Context: an optimization exercise on an open-source flow, tuned for small area and a short achievable clock period. The choices shown serve that exercise and are no tape-out recipe. Function was checked by simulation only, so behaviour that the tests miss may differ from the original. No activity file was given, so power comes from the tool's default toggle rates.

build 30:
==> flow/design.v <==
module weight_stream_mem #(
   parameter int DATA_W = 8,
   parameter int ADDR_W = 8,
   parameter int LANES  = 4,
   parameter int LEN_W  = ADDR_W - $clog2(LANES) + 1
) (
   input  logic                    clk,
   input  logic                    rst,
   input  logic                    trig_w,
   input  logic [ADDR_W-1:0]       abus_w,
   input  logic [DATA_W-1:0]       dbus_w,
   input  logic                    req,
   input  logic [ADDR_W-1:0]       base,
   input  logic [LEN_W-1:0]        len,
   output logic                    ack,
   output logic                    busy,
   output logic [DATA_W*LANES-1:0] dbus_r,
   output logic                    valid,
   input  logic                    ready,
   output logic                    last,
   output logic                    done
);
   localparam int ROW_B  = DATA_W * LANES;        
   localparam int WORDS  = 1 << ADDR_W;
   localparam int ROWS   = WORDS / LANES;         
   localparam int G1     = ROWS / 4;              
   logic [WORDS*DATA_W-1:0] store;
   always_ff @(posedge clk) begin
      for (int w = 0; w < WORDS; w++) begin
         if (trig_w && abus_w == ADDR_W'(w)) begin
            store[w*DATA_W +: DATA_W] <= dbus_w;
         end
      end
   end
   logic             run;       
   logic [LEN_W-1:0] remain;
   logic             free;
   logic             accept;
   logic             issue;
   logic             fin;
   assign free   = !valid || ready;
   assign accept = !busy && req;
   assign issue  = run && free;
   assign fin    = busy && !run && free;
   always_ff @(posedge clk or negedge rst) begin
      if (!rst) begin
         ack    <= 1'b0;
         busy   <= 1'b0;
         done   <= 1'b0;
         run    <= 1'b0;
         remain <= '0;
      end else begin
         ack  <= accept;
         done <= fin;
         if (accept) begin
            busy <= 1'b1;
         end else if (fin) begin
            busy <= 1'b0;
         end
         if (accept) begin
            run <= (len != '0);
         end else if (issue && remain == LEN_W'(1)) begin
            run <= 1'b0;
         end
         if (accept) begin
            remain <= len;
         end else if (issue) begin
            remain <= remain - LEN_W'(1);
         end
      end
   end
   logic [5:0] row_p0;
   logic [3:0] sel1 [G1];
   always_ff @(posedge clk) begin
      if (accept) begin
         row_p0 <= base[7:2];
      end else if (issue) begin
         row_p0 <= row_p0 + 6'd1;
      end
   end
   for (genvar g = 0; g < G1; g++) begin : g_sel1
      always_ff @(posedge clk) begin
         if (accept) begin
            sel1[g] <= 4'b0001 << base[3:2];
         end else if (issue) begin
            sel1[g] <= {sel1[g][2:0], sel1[g][3]};
         end
      end
   end
   logic [ROW_B-1:0] lvl1 [G1];
   logic [ROW_B-1:0] rd_p0;
   for (genvar g = 0; g < G1; g++) begin : g_lvl1
      assign lvl1[g] = ({ROW_B{sel1[g][0]}} & store[(4*g+0)*ROW_B +: ROW_B])
                     | ({ROW_B{sel1[g][1]}} & store[(4*g+1)*ROW_B +: ROW_B])
                     | ({ROW_B{sel1[g][2]}} & store[(4*g+2)*ROW_B +: ROW_B])
                     | ({ROW_B{sel1[g][3]}} & store[(4*g+3)*ROW_B +: ROW_B]);
   end
   logic [ROW_B-1:0] lvl2 [8];
   logic [ROW_B-1:0] lvl3 [4];
   logic [ROW_B-1:0] lvl4 [2];
   for (genvar h = 0; h < 8; h++) begin : g_lvl2
      assign lvl2[h] = row_p0[2] ? lvl1[2*h+1] : lvl1[2*h];
   end
   for (genvar h = 0; h < 4; h++) begin : g_lvl3
      assign lvl3[h] = row_p0[3] ? lvl2[2*h+1] : lvl2[2*h];
   end
   for (genvar h = 0; h < 2; h++) begin : g_lvl4
      assign lvl4[h] = row_p0[4] ? lvl3[2*h+1] : lvl3[2*h];
   end
   assign rd_p0 = row_p0[5] ? lvl4[1] : lvl4[0];
   always_ff @(posedge clk or negedge rst) begin
      if (!rst) begin
         dbus_r <= '0;
         valid  <= 1'b0;
         last   <= 1'b0;
      end else if (issue) begin
         dbus_r <= rd_p0;
         valid  <= 1'b1;
         last   <= (remain == LEN_W'(1));
      end else if (valid && ready) begin
         valid  <= 1'b0;
         last   <= 1'b0;
      end
   end
endmodule
export LEC_CHECK = 0
export CAP_MARGIN = 20
export CORE_MARGIN = 2
export CORE_UTILIZATION = 60
export CTS_CLUSTER_DIAMETER = 70
export CTS_CLUSTER_SIZE = 25
export GPL_ROUTABILITY_DRIVEN = 0
export PLACE_DENSITY = 0.72
export SETUP_SLACK_MARGIN = 1.6
export SLEW_MARGIN = 20
create_clock -name core_clock -period 4.0 [get_ports {clk}]
standard.sh (not shown) runs the stock make flow with config.mk's settings and CLKGATE_MAP_FILE= SYNTH_SCRIPT=/design/flow/synth_recipe.tcl, a recipe that flattens the netlist after the stock synthesis.
==> flow/flow/run.sh <==
#!/bin/bash
# The standard layout, with the port buffers that buffer_ports inserts taken
# from plain buffers (buf_4) rather than the cell it picks by default.
set -e
export BUFFER_PORTS_ARGS="-buffer_cell sky130_fd_sc_hd__buf_4"
bash standard.sh > standard.log 2>&1
Relative to build 30, the following input files were edited for build 20:
- removing GPL_ROUTABILITY_DRIVEN (formerly 0)
- changing SETUP_SLACK_MARGIN from 1.6 to 1.9
- setting TNS_END_PERCENT to 10 for the first time
==> flow/run.sh (new file) <==
#!/bin/bash
# synth_recipe.tcl (not shown) runs the flow's synth.tcl, then flattens the netlist and writes it again
# the make line also repeats each setting of config.mk as NAME=value (left out here)
make -C /OpenROAD-flow-scripts/flow DESIGN_CONFIG=/design/flow/config.mk WORK_HOME=/design/flow/orfs CLKGATE_MAP_FILE= SYNTH_SCRIPT=/design/flow/synth_recipe.tcl finish
removed: flow/flow/run.sh
removed: flow/standard.sh
==> run summary <==
Combinational power was higher in the run labelled build 20. Summary of build 20 over build 30: final area went up, cell depth of the worst flop-to-flop path went down. Cmp build 20 vs build 30: fmax lower in build 20. Re setup slack: build 30 and build 20 aren't equal, and the higher value belongs to build 30. Higher met2 track demand over resource goes to build 20 over build 30. Compared build 20 against build 30; synthesized cell count within noise. Build 20 closes out successfully: all stages finished, all timing, DRC and antenna checks passed. Full die area: build 30 vs build 20 identical. Build 20 vs build 30 — HPWL after detailed placement climbed by a few percent. Compared build 20 vs build 30, and total power is up in build 20.
> inputs changed (build 20 -> build 97)
- TNS_END_PERCENT removed (was 10)
- SETUP_SLACK_MARGIN changed from 1.9 to 1.6
==> flow/flow/run.sh (new file) <==
#!/bin/bash
# The standard layout, with the port buffers that buffer_ports inserts taken
# from plain buffers (buf_4) rather than the cell it picks by default.
set -e
export BUFFER_PORTS_ARGS="-buffer_cell sky130_fd_sc_hd__buf_4"
bash standard.sh > standard.log 2>&1
==> flow/standard.sh (new file) <==
#!/bin/bash
# synth_recipe.tcl (not shown) runs the flow's synth.tcl, then flattens the netlist and writes it again
# the make line also repeats each setting of config.mk as NAME=value (left out here)
make -C /OpenROAD-flow-scripts/flow DESIGN_CONFIG=/design/flow/config.mk WORK_HOME=/design/flow/orfs CLKGATE_MAP_FILE= SYNTH_SCRIPT=/design/flow/synth_recipe.tcl "${@:-finish}"
removed: flow/run.sh
==> comparison <==
- Looking at standard cell with the maximum stage delay on the critical path, the a2111o_1 result is from build 97; the o211ai_1 one comes from build 20.
- Compared with build 20, build 97 shows area growth from synthesis to final layout lower by 4.3 points.
- Lower global-route usage goes to build 97 over build 20.
- The total power number comes out higher for build 20 vs build 97.
- Build 97 vs build 20 — hold slack rose 0.026 ns.
- [compare] base=build 20 new=build 97: maximum frequency has increased, number of gates resized after CTS has decreased.
- Changes observed in build 97 relative to build 20: maximum cell stage delay along the critical path shows a reduction of 0.52 ns, initial DRC count has decreased.
Relative to build 97, the following input files were edited for build 98:
- setting TNS_END_PERCENT to 10 for the first time
- changing SETUP_SLACK_MARGIN from 1.6 to 1.9
--- outcome ---
Min layout filler cell count across build 98 and build 97: build 98. Share of cells above drive strength 1: build 98 vs build 97 up 5.0 points. Diff build 97 -> build 98: period utilization lower; total number of cells along the worst setup path roughly the same; antenna diode count lower; design area higher.

* * *

Setup of build 37:
Another version of the RTL of weight_stream_mem (not shown whole).
Size: roughly 4100 cells after synthesis, roughly 2100 flip-flops, roughly 73 I/O pins, roughly 81000 sq um of cells after synthesis.
make LEC_CHECK=0 CAP_MARGIN=20 CORE_MARGIN=2 CORE_UTILIZATION=50 CTS_CLUSTER_DIAMETER=70 CTS_CLUSTER_SIZE=25 SETUP_SLACK_MARGIN=1.9 SLEW_MARGIN=20 finish   # period 4.0 ns
run.sh (not shown) runs the stock make flow with config.mk's settings and CLKGATE_MAP_FILE= SYNTH_SCRIPT=/design/flow/synth_recipe.tcl, a recipe that flattens the netlist after the stock synthesis.
Stock flow here: none of the scripts above is used.
Looking at the reports, build 37 completed the entire flow and the layout it produced met the timing, design-rule and antenna checks.
Inputs modified between build 37 and build 54:
# build 37
export LEC_CHECK = 0
export CAP_MARGIN = 20
export CORE_MARGIN = 2
export CORE_UTILIZATION = 50
export CTS_CLUSTER_DIAMETER = 70
export CTS_CLUSTER_SIZE = 25
export SETUP_SLACK_MARGIN = 1.9
export SLEW_MARGIN = 20
create_clock -name core_clock -period 4.0 [get_ports {clk}]
# build 54
export LEC_CHECK = 0
export CAP_MARGIN = 20
export CORE_MARGIN = 2
export CORE_UTILIZATION = 60
export CTS_CLUSTER_DIAMETER = 70
export CTS_CLUSTER_SIZE = 25
export PLACE_DENSITY = 0.72
export SETUP_SLACK_MARGIN = 1.9
export SLEW_MARGIN = 20
export TNS_END_PERCENT = 10
create_clock -name core_clock -period 4.0 [get_ports {clk}]
--- outcome ---
End-of-flow core utilization ended up 8.9 points higher on build 54 than on build 37.
Higher synthesis-to-layout area growth among build 37 and build 54: build 37
Compared with build 37, build 54 shows detail-routed via count per cell that has gone up by a little under 10%.
Diff build 37 -> build 54 | worst setup slack | decrease of 0.037 ns
Sort build 37 and build 54 by worst slew margin relative to its limit desc -> top: build 37
Clock slew at the register clock pins of the worst setup and hold paths essentially unchanged between build 54 and build 37.
Comparing build 37 and build 54, the higher clock skew was measured on build 54.
Last weighted congestion value of the routability-driven placer: higher on build 54
Build 54 went all the way through the flow, and no timing, DRC or antenna check failed.
Build 54 improves on build 37 in total power.
Compared with build 37, build 54 shows routing usage on met2 higher by 1.9 points.
> inputs changed (build 54 -> build 47)
# build 54
export LEC_CHECK = 0
export CAP_MARGIN = 20
export CORE_MARGIN = 2
export CORE_UTILIZATION = 60
export CTS_CLUSTER_DIAMETER = 70
export CTS_CLUSTER_SIZE = 25
export PLACE_DENSITY = 0.72
export SETUP_SLACK_MARGIN = 1.9
export SLEW_MARGIN = 20
export TNS_END_PERCENT = 10
create_clock -name core_clock -period 4.0 [get_ports {clk}]
# build 47
export LEC_CHECK = 0
export CAP_MARGIN = 20
export CORE_MARGIN = 2
export CORE_UTILIZATION = 40
export SLEW_MARGIN = 20
create_clock -name core_clock -period 4.0 [get_ports {clk}]
==> run summary <==
- Timing, DRC, antenna: 0 failures across build 47 and build 54
- Against build 54, build 47 comes in 23 points lower on final cell utilization of the core.
- From build 54 to build 47 the numbers moved as follows: design area climbed about 0.37%, sequential power share has decreased, worst endpoint required time went up by 0.03 ns.
The inputs of build 68 differ from those of build 47 as listed below.
# build 47
export LEC_CHECK = 0
export CAP_MARGIN = 20
export CORE_MARGIN = 2
export CORE_UTILIZATION = 40
export SLEW_MARGIN = 20
create_clock -name core_clock -period 4.0 [get_ports {clk}]
# build 68
export LEC_CHECK = 0
export CAP_MARGIN = 20
export CORE_MARGIN = 2
export CORE_UTILIZATION = 60
export CTS_CLUSTER_DIAMETER = 70
export CTS_CLUSTER_SIZE = 25
export PLACE_DENSITY = 0.72
export SETUP_SLACK_MARGIN = 1.6
export SLEW_MARGIN = 20
create_clock -name core_clock -period 4.0 [get_ports {clk}]
Findings:
Build 68 reports its termination of the worst setup path as dbus_r[17] while build 47 reports dbus_r[7].
From build 47 to build 68 the numbers moved as follows: non-clock buffer count increased 141; tightest hold margin went down by 0.41 ns; worst-skew pair later-pin latency -0.05 ns.
Site row count shrinks by more than 10% when moving from build 47 to build 68.
In the metrics for build 47 and build 68, the one carrying the lower detailed-routing iteration count for the pre-antenna-repair pass is build 47.

* * *

== onyx ==
Another version of the RTL of weight_stream_mem (not shown whole).
Size in the first run: roughly 4900 cells after synthesis, ~2200 flip-flops, about 73 I/O pins.
==> flow/config.mk <==
export PLATFORM = sky130hd
export DESIGN_NAME = weight_stream_mem
export DESIGN_NICKNAME = weight_stream_mem
export VERILOG_FILES = /design/flow/design.v
export SDC_FILE = /design/flow/constraint.sdc
export NUM_CORES = 4
export LEC_CHECK = 0
export CAP_MARGIN = 20
export CORE_MARGIN = 2
export CORE_UTILIZATION = 60
export CTS_CLUSTER_DIAMETER = 70
export CTS_CLUSTER_SIZE = 25
export PLACE_DENSITY = 0.72
export SETUP_SLACK_MARGIN = 1.6
export SLEW_MARGIN = 20
==> flow/constraint.sdc <==
create_clock -name core_clock -period 4.0 [get_ports {clk}]
set_input_delay 0.8000 -clock core_clock [delete_from_list [all_inputs] [get_ports {clk}]]
set_output_delay 0.8000 -clock core_clock [all_outputs]
set_load 0.01 [all_outputs]
standard.sh (not shown) runs the stock make flow with config.mk's settings and CLKGATE_MAP_FILE= SYNTH_SCRIPT=/design/flow/synth_recipe.tcl, a recipe that flattens the netlist after the stock synthesis.
==> flow/flow/run.sh <==
#!/bin/bash
# The standard layout, with the port buffers that buffer_ports inserts taken
# from plain buffers (buf_4) rather than the cell it picks by default.
set -e
export BUFFER_PORTS_ARGS="-buffer_cell sky130_fd_sc_hd__buf_4"
bash standard.sh > standard.log 2>&1
> inputs changed (onyx -> fjord)
- swapping 1.6 for 1.9 in SETUP_SLACK_MARGIN
- putting TNS_END_PERCENT at 10 where nothing was set
Findings:
fjord: no failed stages, no open violations at the end. Taking onyx as the reference, in fjord first-pass GRT wire length rose by 15000 um, total wire length went up about 4%, final-layout clock buffer total went up, transition time at the pin with the least slew margin +0.074 ns. onyx → fjord: cell area after layout increased by 1.8% relative to the old numbers; power dissipated by switching net loads increased by about 4.3% relative to the old numbers. Per the comparison of fjord with onyx, number of cells on the critical path saw an increase; final design utilization saw an increase.

## afterwards: timing with drivers on the ports
The results above use ideal ports. As a check the final layouts listed here were re-extracted and re-timed, cells and wires unchanged. Step 1 sets driving cells, clkbuf_16 on the clock port and buf_2 on the other inputs (assumed; they add their load-dependent delay and slew). Step 2 adds t to the input delays and takes it off the output delays; t is the mean of the earliest and latest rising clock arrival at the registers after step 1. Input paths then give back, and output paths get back, about the clock's delay inside the block. Three values: no drivers, after step 1, after step 2; two values: the first two.
run	t, ns	slack for setup (ns)	hold WS [ns]	latest minus earliest clock arrival (ns)	worst register clock-pin slew, ns
build 30	0.829	1.370 / 1.370 / 0.804	0.083 / 0.022 / 0.521	0.028 / 0.027	0.10 / 0.10
build 20	0.853	1.202 / 1.202 / 0.532	0.057 / 0.011 / 0.537	0.042 / 0.041	0.11 / 0.11
build 97	0.829	1.370 / 1.370 / 0.804	0.083 / 0.022 / 0.521	0.028 / 0.027	0.10 / 0.10
build 98	0.848	1.447 / 1.379 / 0.531	0.036 / -0.017 / 0.521	0.043 / 0.044	0.10 / 0.10
build 37	0.861	1.453 / 1.453 / 0.930	0.032 / -0.026 / 0.528	0.031 / 0.031	0.10 / 0.10
build 54	0.841	1.416 / 1.416 / 0.749	0.170 / 0.121 / 0.527	0.045 / 0.044	0.10 / 0.10
build 47	0.915	0.722 / 0.722 / 0.400	0.486 / 0.449 / 0.489	0.035 / 0.036	0.07 / 0.07
build 68	0.838	1.366 / 1.366 / 0.785	0.074 / 0.029 / 0.495	0.053 / 0.054	0.10 / 0.10
onyx	0.836	1.484 / 1.413 / 0.577	0.022 / -0.019 / 0.487	0.048 / 0.049	0.10 / 0.10
fjord	0.859	1.530 / 1.530 / 0.725	0.050 / 0.003 / 0.477	0.048 / 0.048	0.10 / 0.10
After both steps setup and hold are still met in every run listed. The setup slack of build 98, which loses most, moves by -0.068 ns with the drivers and by -0.916 ns with both steps.
